What follows belongs to an exercise in optimizing a design on an open flow for a short achievable clock period and few clock cycles; a production flow would make more cautious choices.
Function was checked by simulation only, so behaviour that the tests miss may differ from the original.
Power and IR drop assume default switching activity.

## lc3b_core
module lc3b_core
(
    input  logic                        clk,
    input  logic                        rst,
    input  logic                        instr_valid,
    input  logic [16-1:0]     instr,
    output logic                        instr_ready,
    output logic                        wb_valid,
    output logic [2:0]                  wb_dr,
    output logic [16-1:0]     wb_data,
    output logic [2:0]                  wb_cc
);
localparam int NB = 8;
function automatic logic [255:0] decode8(input logic [7:0] x);
    logic [15:0] l;
    logic [15:0] h;
    for (int k = 0; k < 16; k++)
    begin
        l[k] = (x[3:0] == 4'(k));
        h[k] = (x[7:4] == 4'(k));
    end
    for (int k = 0; k < 256; k++)
        decode8[k] = l[k & 15] && h[k >> 4];
endfunction
function automatic logic [15:0] mem_read(input logic [255:0][15:0] mem,
    input logic [NB*5-1:0] lo, input logic [2:0] hi);
    logic [NB-1:0][15:0] bank_out;
    logic [31:0][15:0] words;
    for (int b = 0; b < NB; b++)
    begin
        for (int j = 0; j < 32; j++)
            words[j] = mem[b * 32 + j];
        bank_out[b] = words[lo[b*5 +: 5]];
    end
    mem_read = bank_out[hi];
endfunction
function automatic logic [NB*5-1:0] bank_lo(input logic en, input logic [7:0] a);
    for (int b = 0; b < NB; b++)
        bank_lo[b*5 +: 5] = (en && a[7:5] == 3'(b)) ? a[4:0] : 5'd0;
endfunction
logic        ready_q;
logic [15:0] pc;
logic        q_v;
logic [1:0]  q_gap;             
logic [15:0] q_w;
logic [15:0] q_npc;
logic        q_wr;
logic        q_late;
logic        q_late2;
logic [1:0]  q_sp;              
logic        a_v, a_wr, a_late, a_late2, a_setcc;
logic [1:0]  a_sp;
logic [2:0]  a_dr;
logic        a_add, a_and, a_not, a_shf, a_lea, a_ldr, a_ldi, a_str, a_sti;
logic        a_shl, a_sra;
logic [3:0]  a_amt;
logic [7:0]  a_off;
logic [15:0] a_lea_val;
logic [15:0] a_x, a_y, a_s;
logic        a_x_f1, a_x_f2, a_x_f3, a_y_f1, a_y_f2, a_y_f3, a_s_f1, a_s_f2, a_s_f3;
logic        a_x_r1, a_x_r2, a_y_r1, a_y_r2, a_s_r1, a_s_r2, a_s_m1, a_x_m1, a_y_m1;
logic        r_v, r_wr, r_late, r_late2, r_setcc;
logic [1:0]  r_sp;
logic [2:0]  r_dr;
logic        r_add, r_and, r_not, r_shf, r_rd, r_ldi, r_str, r_sti;
logic        r_shl, r_sra;
  ...
Size: about 12000 cells after synthesis, roughly 4700 flip-flops, roughly 43 I/O pins.
make LEC_CHECK=0 ABC_CLOCK_PERIOD_IN_PS=2500 CAP_MARGIN=20 CORE_MARGIN=2 CORE_UTILIZATION=40 PLACE_DENSITY=0.75 SETUP_SLACK_MARGIN=4.4 SLEW_MARGIN=20 SYNTH_MEMORY_MAX_BITS=8192 TNS_END_PERCENT=100 finish   # period 8.0 ns
run.sh (not shown) runs the stock make flow with config.mk's settings and CLKGATE_MAP_FILE= SYNTH_SCRIPT=/design/flow/synth_recipe.tcl, a recipe that flattens the netlist after the stock synthesis.
Testbench counts at the start, summed over its fixed seeds: cycles 27,252.
Edit:
PLACE_DENSITY = not set   (was 0.75)
SETUP_SLACK_MARGIN = 5   (was 4.4)
Result:
- clock power rose by a little under a tenth
- power rises by a few percent
- combinational power rises by about a fifth
- register-to-register slack gains 0.30 ns
- cell area went up by a few percent
- routed wire length rises by roughly a tenth
- sequential cell count does not change
- worst hold slack gets better by 0.0054 ns
- clock-buffer cell count goes up by 62
- worst setup slack gets better by 0.30 ns
- fmax rises by a little under a tenth

========
Setup of run A:
Another version of the RTL of lc3b_core (not shown whole).
Size: roughly 12000 cells after synthesis, about 220000 µm² of cells after synthesis.
// lc3b_core
module lc3b_core
(
    input  logic                        clk,
    input  logic                        rst,
    input  logic                        instr_valid,
    input  logic [16-1:0]     instr,
    output logic                        instr_ready,
    output logic                        wb_valid,
    output logic [2:0]                  wb_dr,
    output logic [16-1:0]     wb_data,
    output logic [2:0]                  wb_cc
);
localparam int NB = 8;
function automatic logic [255:0] decode8(input logic [7:0] x);
    logic [15:0] l;
    logic [15:0] h;
    for (int k = 0; k < 16; k++)
    begin
        l[k] = (x[3:0] == 4'(k));
        h[k] = (x[7:4] == 4'(k));
    end
    for (int k = 0; k < 256; k++)
        decode8[k] = l[k & 15] && h[k >> 4];
endfunction
function automatic logic [15:0] mem_read(input logic [255:0][15:0] mem,
    input logic [NB*5-1:0] lo, input logic [NB-1:0] sel);
    logic [31:0][15:0] words;
    logic [15:0] v;
    v = '0;
    for (int b = 0; b < NB; b++)
    begin
        for (int j = 0; j < 32; j++)
            words[j] = mem[b * 32 + j];
        v = v | ({16{sel[b]}} & words[lo[b*5 +: 5]]);
    end
    mem_read = v;
endfunction
  ...
==> flow/config.mk <==
export PLATFORM = sky130hd
export DESIGN_NAME = lc3b_core
export DESIGN_NICKNAME = lc3b_core
export VERILOG_FILES = /design/flow/design.v
export SDC_FILE = /design/flow/constraint.sdc
export NUM_CORES = 4
export LEC_CHECK = 0
export ABC_CLOCK_PERIOD_IN_PS = 2500
export CAP_MARGIN = 20
export CORE_MARGIN = 2
export CORE_UTILIZATION = 55
export SETUP_SLACK_MARGIN = 5
export SLEW_MARGIN = 20
export SYNTH_MEMORY_MAX_BITS = 8192
export TNS_END_PERCENT = 100
==> flow/constraint.sdc <==
create_clock -name core_clock -period 8.0 [get_ports {clk}]
set_input_delay 1.6000 -clock core_clock [delete_from_list [all_inputs] [get_ports {clk}]]
set_output_delay 1.6000 -clock core_clock [all_outputs]
set_load 0.01 [all_outputs]
Per the final summary, run A finished and its layout is clean on timing, DRC and antenna.
Testbench counts of run A, summed over its fixed seeds: cycles 26,789.
Modified inputs, run B compared to run A
- CORE_UTILIZATION: 55 -> 40
==> comparison <==
Compared with run A, run B instantiates a larger number of cells.
Run B: all stages complete, timing, DRC and antenna checks passed
Compared with run A, run B shows clock power higher by about 2%.
On routed wire length: run B sits above run A.
Compared to run A, run B was floorplanned on a bigger die.
Detailed-routed wire length on met2 in run B is about 0.9% higher than in run A
Comparing run A and run B, the lower fraction of standard cell area in multi-input logic is on run B.
Row count of cell instances traversed by the critical path: run B lower / run A higher
Run B has more setup slack than run A.

========
Another version of the RTL of lc3b_core (not shown whole).
Size: roughly 11000 cells after synthesis, ~43 I/O pins.
Settings: LEC_CHECK=0, ABC_CLOCK_PERIOD_IN_PS=2500, CAP_MARGIN=20, CORE_MARGIN=2, CORE_UTILIZATION=60, PLACE_DENSITY=0.72, SETUP_SLACK_MARGIN=5, SLEW_MARGIN=20, SYNTH_MEMORY_MAX_BITS=8192, TNS_END_PERCENT=20; clock period 8.0 ns.
The baseline finished clean.
Testbench counts at the start, summed over its fixed seeds: cycles 25,722.
Rerun with:
- CORE_UTILIZATION: 60 -> 40
- PLACE_DENSITY: 0.72 -> not set
Routed wire length grows by 5.3%.
Die area grows by about 50%.
Non-clock buffer count grows by 56.
Clock-buffer cell count grows by 9.
Sequential share of layout area shrinks by 1.1 points.
Worst hold slack is worse by 0.017 ns.
Flip-flop and latch count stays the same.
Synthesized area does not change.
Maximum frequency grows by 1.3%.
First-iteration DRC count shrinks by about 14%.
Worst setup slack is better by 0.063 ns.

==> static timing again, ports no longer ideal <==
No port has a modelled driver above. Below, the same layouts with a new extraction and two added sets of constraints.
Step 1, drivers: a clkbuf_16 drives clk and a buf_2 each remaining input, both assumed.
Step 2 adds t to the input delays and takes it off the output delays; t is the mean of the earliest and latest rising clock arrival at the registers after step 1. Input paths then give back, and output paths get back, about the clock's delay inside the block.
Three values: no drivers, after step 1, after step 2; two values: the first two.
run | t, ns | slack for setup (ns) | slew at the worst register clock pin (ns)
the first run of note 1 | 1.222 | 3.862 / 3.862 / 3.325 | 0.07 / 0.07
the second run of note 1 | 1.200 | 4.160 / 4.160 / 3.986 | 0.07 / 0.07
run A | 1.171 | 4.094 / 4.094 / 3.991 | 0.07 / 0.07
run B | 1.212 | 4.164 / 4.164 / 3.886 | 0.07 / 0.07
the first run of note 3 | 1.127 | 3.122 / 3.122 / 3.122 | 0.07 / 0.07
the second run of note 3 | 1.188 | 3.185 / 3.185 / 3.185 | 0.07 / 0.07
After both steps every run listed still meets setup and hold. The setup slack of the first run of note 1, which loses most, moves by 0.000 ns with the drivers and by -0.537 ns with both steps.
